Source: an optimization exercise on an open RTL-to-GDS flow (aim: small area, a short achievable clock period and few clock cycles). Production flows keep margins and buffers that such runs may drop. RTL that was checked went through simulation tests only; none was proved equivalent to the original. Power figures rest on the tool's default switching activity, not on a simulated workload.

== violet ==
// edit_distance_engine_unit
module edit_distance_engine_unit (
  input  logic              clk,
  input  logic              rst,
  input  logic              in_valid,
  output logic              in_ready,
  input  logic [FUNC_W-1:0] in_func,
  input  logic [CHAR_W-1:0] in_char_code,
  output logic              out_valid,
  input  logic              out_ready,
  output logic [OUT_W-1:0]  out_distance,
  output logic [OUT_W-1:0]  out_ref_length,
  output logic [OUT_W-1:0]  out_typed_length,
  output logic              out_error
);
Size: about 3000 cells after synthesis, about 870 flip-flops, about 38 I/O pins, roughly 36000 sq um of cells after synthesis.
make LEC_CHECK=0 ABC_CLOCK_PERIOD_IN_PS=2000 CAP_MARGIN=20 CORE_MARGIN=2 CORE_UTILIZATION=40 CTS_BUF_LIST=sky130_fd_sc_hd__clkbuf_16 CTS_CLUSTER_DIAMETER=120 CTS_CLUSTER_SIZE=30 SETUP_SLACK_MARGIN=3.8 SLEW_MARGIN=20 finish   # period 6.0 ns
run.sh (not shown) runs the stock make flow with config.mk's settings and CLKGATE_MAP_FILE= SYNTH_SCRIPT=/design/flow/synth_recipe.tcl, a recipe that flattens the netlist after the stock synthesis.
Testbench counts of violet, summed over its fixed seeds: cycles 28,719.
diff inputs: violet => amber
-- flow/design.v --
<<< violet, line 26
);
  localparam int N   = MAX_LEN;
  localparam int NS  = 4;             
  localparam int SW  = N / NS;        
  localparam int L   = NS + 1;        
  localparam int R_W = 2 * LEN_W + 1;
>>> amber, line 26
);
  localparam int N   = MAX_LEN;
  localparam int NS  = 3;             
  localparam int L   = NS + 1;        
  localparam int R_W = 2 * LEN_W + 1;
<<< violet, line 64
  always_comb begin
    for (int q = 0; q < NS; q++) begin
      sh_in[q] = (ref_count >= LEN_W'((NS - 1 - q) * SW));
    end
  end
>>> amber, line 63
  always_comb begin
    for (int q = 0; q < NS; q++) begin
      sh_in[q] = (ref_count >= LEN_W'(N - (q + 1) * N / NS));
    end
  end
<<< violet, line 96
  assign mh_r[0] = 1'b0;
  for (genvar q = 0; q < NS; q++) begin : g_slice
    localparam int ES = (q < 2) ? q : 2;    
    logic [SW-1:0] eq, pv, mv;
>>> amber, line 95
  assign mh_r[0] = 1'b0;
  for (genvar q = 0; q < NS; q++) begin : g_slice
    localparam int LO = q * N / NS;          
    localparam int SW = (q + 1) * N / NS - LO;   
    localparam int ES = (q < 2) ? q : 2;    
    logic [SW-1:0] eq, pv, mv;
<<< violet, line 102
    always_comb begin
      for (int i = 0; i < SW; i++) begin
        eq_c[i] = (ref_ch[q * SW + i] == cs[1 + ES]);
      end
    end
>>> amber, line 103
    always_comb begin
      for (int i = 0; i < SW; i++) begin
        eq_c[i] = (ref_ch[LO + i] == cs[1 + ES]);
      end
    end
Notes after the runs:
Side by side, total global-route track usage turned out higher in amber than in violet. Footprint of the flip-flops and latches: amber and violet compared, lower one is amber. violet has a lower part of the power in combinational logic than amber. Of amber and violet, violet shows the lower cell area, with amber above it. amber carries fewer flip-flops than violet. Sequential share of layout area in amber vs violet: down 1.7 points. Final worst setup slack down 0.014 ns in amber wrt violet. Going from violet to amber, die area comparable, non-clock buffer count now larger. Signed area change from the synthesized netlist to the final layout: amber higher than violet. When the final numbers for amber and violet were put side by side, the proportion of final cell area spent on non-clock buffers turned out to be smaller in violet. Total detailed-routing wirelength was higher in amber than in violet. The run showing the greater sequential element share of the synthesized area is violet.
Only the layout flow was run in amber; the RTL was not checked for function there.

run K:
edit_distance_engine_unit, a different RTL version from the one above (not shown whole).
For scale: about 3,000 cells after synthesis, roughly 38 I/O pins, about 0.037 mm² of cells after synthesis.
==> module edit_distance_engine_unit, before the edit <==
module edit_distance_engine_unit (
  input  logic              clk,
  input  logic              rst,
  input  logic              in_valid,
  output logic              in_ready,
  input  logic [FUNC_W-1:0] in_func,
  input  logic [CHAR_W-1:0] in_char_code,
  output logic              out_valid,
  input  logic              out_ready,
  output logic [OUT_W-1:0]  out_distance,
  output logic [OUT_W-1:0]  out_ref_length,
  output logic [OUT_W-1:0]  out_typed_length,
  output logic              out_error
);
  localparam int N   = MAX_LEN;
  localparam int NS  = 2;             
  localparam int SW  = N / NS;        
  localparam int L   = NS + 1;        
  localparam int R_W = 2 * LEN_W + 1;
  localparam int Q_W = R_W + LEN_W;
  logic             rdy;
  logic             acc;
  logic [LEN_W-1:0] ref_count;
  logic [LEN_W-1:0] typed_count;
  logic             error_flag;
  logic             ref_ok, typ_ok, fin_in;
  assign in_ready = rdy;
  assign acc      = in_valid && rdy;
  assign ref_ok   = acc && (in_func == FN_REF) && (typed_count == '0) && (ref_count != MAX_CNT);
  assign typ_ok   = acc && (in_func == FN_TYPED) && (typed_count != MAX_CNT);
  assign fin_in   = acc && (in_func == FN_FINISH);
  always_ff @(posedge clk) begin
    if (rst) begin
      ref_count   <= '0;
      typed_count <= '0;
      error_flag  <= 1'b0;
    end else if (fin_in) begin
      ref_count   <= '0;
      typed_count <= '0;
      error_flag  <= 1'b0;
    end else begin
      if (ref_ok) ref_count <= ref_count + LEN_W'(1);
      if (typ_ok) typed_count <= typed_count + LEN_W'(1);
      if (acc && ((in_func == FN_REF && !ref_ok) || (in_func == FN_TYPED && !typ_ok)))
        error_flag <= 1'b1;
    end
  end
  logic [L:1]          ws, ts, fs, ks;
  logic [L:1][NS-1:0]  sh;
  logic [NS-1:0]       sh_in;
  logic [L:1][R_W-1:0] rs;
  logic [3:1][CHAR_W-1:0] cs;
  always_comb begin
    for (int q = 0; q < NS; q++) begin
      sh_in[q] = (ref_count >= LEN_W'((NS - 1 - q) * SW));
    end
  end
  always_ff @(posedge clk) begin
    if (rst) begin
      ws <= '0;
      ts <= '0;
      fs <= '0;
    end else begin
      ws <= {ws[L-1:1], ref_ok};
      ts <= {ts[L-1:1], typ_ok};
      fs <= {fs[L-1:1], fin_in};
    end
  end
  always_ff @(posedge clk) begin
    ks <= {ks[L-1:1], rst};
    sh <= {sh[L-1:1], sh_in};
    rs <= {rs[L-1:1], {ref_count, typed_count, error_flag}};
    cs <= {cs[2:1], in_char_code};
  end
  logic [N-1:0][CHAR_W-1:0] ref_ch;
  always_ff @(posedge clk) begin
    if (ws[1]) begin
      ref_ch <= {cs[1], ref_ch[N-1:1]};
    end
  end
  logic [NS:0] cy_r, ph_r, mh_r;    
  assign cy_r[0] = 1'b0;
  assign ph_r[0] = 1'b1;
  assign mh_r[0] = 1'b0;
  for (genvar q = 0; q < NS; q++) begin : g_slice
    localparam int ES = (q < 2) ? q : 2;    
    logic [SW-1:0] eq, pv, mv;
    logic [SW-1:0] eq_c;
    logic [SW-1:0] xv, xh, ph, mh, phs, mhs, pv_n, mv_n;
    logic [SW:0]   sum;
    always_comb begin
      for (int i = 0; i < SW; i++) begin
        eq_c[i] = (ref_ch[q * SW + i] == cs[1 + ES]);
      end
    end
    if (q <= 2) begin : g_eq
      always_ff @(posedge clk) eq <= eq_c;
    end else begin : g_eqd
      logic [q-2:0][SW-1:0] eqd;
      always_ff @(posedge clk) begin
        eqd[0] <= eq_c;
        for (int d = 1; d <= q - 2; d++) eqd[d] <= eqd[d-1];
      end
      assign eq = eqd[q-2];
    end
    always_comb begin
      xv   = eq | mv;
      sum  = {1'b0, eq & pv} + {1'b0, pv} + {{SW{1'b0}}, cy_r[q]};
      xh   = (sum[SW-1:0] ^ pv) | eq;
      ph   = mv | ~(xh | pv);
      mh   = pv & xh;
      phs  = {ph[SW-2:0], ph_r[q]};
      mhs  = {mh[SW-2:0], mh_r[q]};
      pv_n = mhs | ~(xv | phs);
      mv_n = phs & xv;
    end
    always_ff @(posedge clk) begin
      if (fs[2 + q] || ks[2 + q]) begin
        pv <= '0;
        mv <= '1;
      end else if (ts[2 + q]) begin
        pv <= pv_n;
        mv <= mv_n;
      end else if (ws[2 + q]) begin
        pv <= {sh[2 + q][q], pv[SW-1:1]};
        mv <= {!sh[2 + q][q], mv[SW-1:1]};
      end
    end
    always_ff @(posedge clk) begin
      cy_r[q + 1] <= sum[SW];
      ph_r[q + 1] <= ts[2 + q] && ph[SW-1];
      mh_r[q + 1] <= ts[2 + q] && mh[SW-1];
    end
  end
  logic [LEN_W-1:0] score;
  logic [LEN_W-1:0] score_n;
  always_comb begin
    score_n = score;
    if (ph_r[NS] || ws[L]) score_n = score + LEN_W'(1);
    else if (mh_r[NS])     score_n = score - LEN_W'(1);
  end
  always_ff @(posedge clk) begin
    if (fs[L] || ks[L]) begin
      score <= '0;
    end else begin
      score <= score_n;
    end
  end
  logic             res_valid, hold_valid;
  logic [Q_W-1:0]   res_d, hold_d, new_d;
  logic             push, pop;
  logic             res_valid_n, hold_valid_n;
  logic [3:0]       busy_n;
  assign push  = fs[L];
  assign new_d = {score_n, rs[L]};
  assign pop   = res_valid && out_ready;
  always_comb begin
    res_valid_n  = res_valid;
    hold_valid_n = hold_valid;
    if (pop || !res_valid) begin
      if (hold_valid) begin
        res_valid_n  = 1'b1;
        hold_valid_n = push;
      end else begin
        res_valid_n  = push;
      end
    end else if (push) begin
      hold_valid_n = 1'b1;
    end
  end
  always_ff @(posedge clk) begin
    if (rst) begin
      res_valid  <= 1'b0;
      hold_valid <= 1'b0;
    end else begin
      res_valid  <= res_valid_n;
      hold_valid <= hold_valid_n;
    end
  end
  always_ff @(posedge clk) begin
    if (pop || !res_valid) begin
      if (hold_valid) begin
        res_d <= hold_d;
      end else if (push) begin
        res_d <= new_d;
      end
    end
    if (push && (hold_valid || (res_valid && !pop))) begin
      hold_d <= new_d;
    end
  end
  always_comb begin
    busy_n = 4'(fin_in) + 4'(res_valid_n) + 4'(hold_valid_n);
    for (int s = 1; s < L; s++) busy_n = busy_n + 4'(fs[s]);
  end
  always_ff @(posedge clk) begin
    if (rst) begin
      rdy <= 1'b1;
    end else begin
      rdy <= (busy_n <= 4'd1);
    end
  end
  assign out_valid        = res_valid;
  assign out_distance     = res_d[Q_W-1 -: LEN_W];
  assign out_ref_length   = res_d[R_W-1 -: LEN_W];
  assign out_typed_length = res_d[LEN_W:1];
  assign out_error        = res_d[0];
endmodule
==> flow/config.mk <==
export PLATFORM = sky130hd
export DESIGN_NAME = edit_distance_engine_unit
export DESIGN_NICKNAME = edit_distance_engine_unit
export VERILOG_FILES = /design/flow/design.v
export SDC_FILE = /design/flow/constraint.sdc
export NUM_CORES = 4
export LEC_CHECK = 0
export ABC_CLOCK_PERIOD_IN_PS = 2000
export CAP_MARGIN = 20
export CORE_MARGIN = 2
export CORE_UTILIZATION = 40
export SETUP_SLACK_MARGIN = 3.8
export SLEW_MARGIN = 20
==> flow/constraint.sdc <==
create_clock -name core_clock -period 6.0 [get_ports {clk}]
set_input_delay 1.2000 -clock core_clock [delete_from_list [all_inputs] [get_ports {clk}]]
set_output_delay 1.2000 -clock core_clock [all_outputs]
set_load 0.01 [all_outputs]
Run K did not stop at any stage, and its layout met the timing, design-rule and antenna checks.
### run K -> run Y
diff --git a/flow/design.v b/flow/design.v
--- a/flow/design.v
+++ b/flow/design.v
@@ -23,11 +23,11 @@
   output logic [OUT_W-1:0]  out_ref_length,
   output logic [OUT_W-1:0]  out_typed_length,
   output logic              out_error
 );
   localparam int N   = MAX_LEN;
-  localparam int NS  = 2;             
+  localparam int NS  = 4;             
   localparam int SW  = N / NS;        
   localparam int L   = NS + 1;        
   localparam int R_W = 2 * LEN_W + 1;
   localparam int Q_W = R_W + LEN_W;
   logic             rdy;
@@ -106,16 +106,17 @@
       end
     end
     if (q <= 2) begin : g_eq
       always_ff @(posedge clk) eq <= eq_c;
     end else begin : g_eqd
-      logic [q-2:0][SW-1:0] eqd;
+      localparam int DD = q - 1;
+      logic [SW-1:0] eqd [DD];
       always_ff @(posedge clk) begin
         eqd[0] <= eq_c;
-        for (int d = 1; d <= q - 2; d++) eqd[d] <= eqd[d-1];
-      end
-      assign eq = eqd[q-2];
+        for (int d = 1; d < DD; d++) eqd[d] <= eqd[d-1];
+      end
+      assign eq = eqd[DD-1];
     end
     always_comb begin
       xv   = eq | mv;
       sum  = {1'b0, eq & pv} + {1'b0, pv} + {{SW{1'b0}}, cy_r[q]};
       xh   = (sum[SW-1:0] ^ pv) | eq;
Findings:
Number of H-tree levels: run Y vs run K identical
Going from run K to run Y, data arrival time of the worst path +0.26 ns; post-cts resize count -25.
Relative to run K, clock buffer count from CTS increased by 5 in run Y.
[run Y vs run K] standard-cell row count: higher in run Y
No functional check of the RTL was part of any run of this note.

[re-timing with driven ports]
The results above use ideal ports. As a check the final layouts listed here were re-extracted and re-timed, cells and wires unchanged. Step 1 assumes that a clkbuf_16 drives the clock port and a buf_2 every other input. Step 2, shift: input delay + t, output delay - t, t = (earliest + latest rising clock arrival at the registers) / 2. This alone moves slack from input paths to output paths. Slacks: no drivers / after step 1 / after step 2; pairs: no drivers / after step 1.
run	t (ns)	setup slack, ns	worst hold slack (ns)	worst setup path at the end	worst slew at a driven data input, ns
violet	0.642	3.695 / 3.627 / 3.231	0.338 / 0.338 / 0.338	input to register	0.04
amber	0.646	3.681 / 3.622 / 3.256	0.338 / 0.338 / 0.338	input to register	0.05
run K	0.708	3.308 / 3.308 / 3.170	0.320 / 0.320 / 0.320	input to register	0.03
run Y	0.708	3.097 / 3.122 / 2.415	0.322 / 0.322 / 0.322	input to register	0.06
After both steps setup and hold are still met in every run listed. For run Y, which loses most, drivers alone change the setup slack by +0.025 ns; drivers and shift together by -0.682 ns.
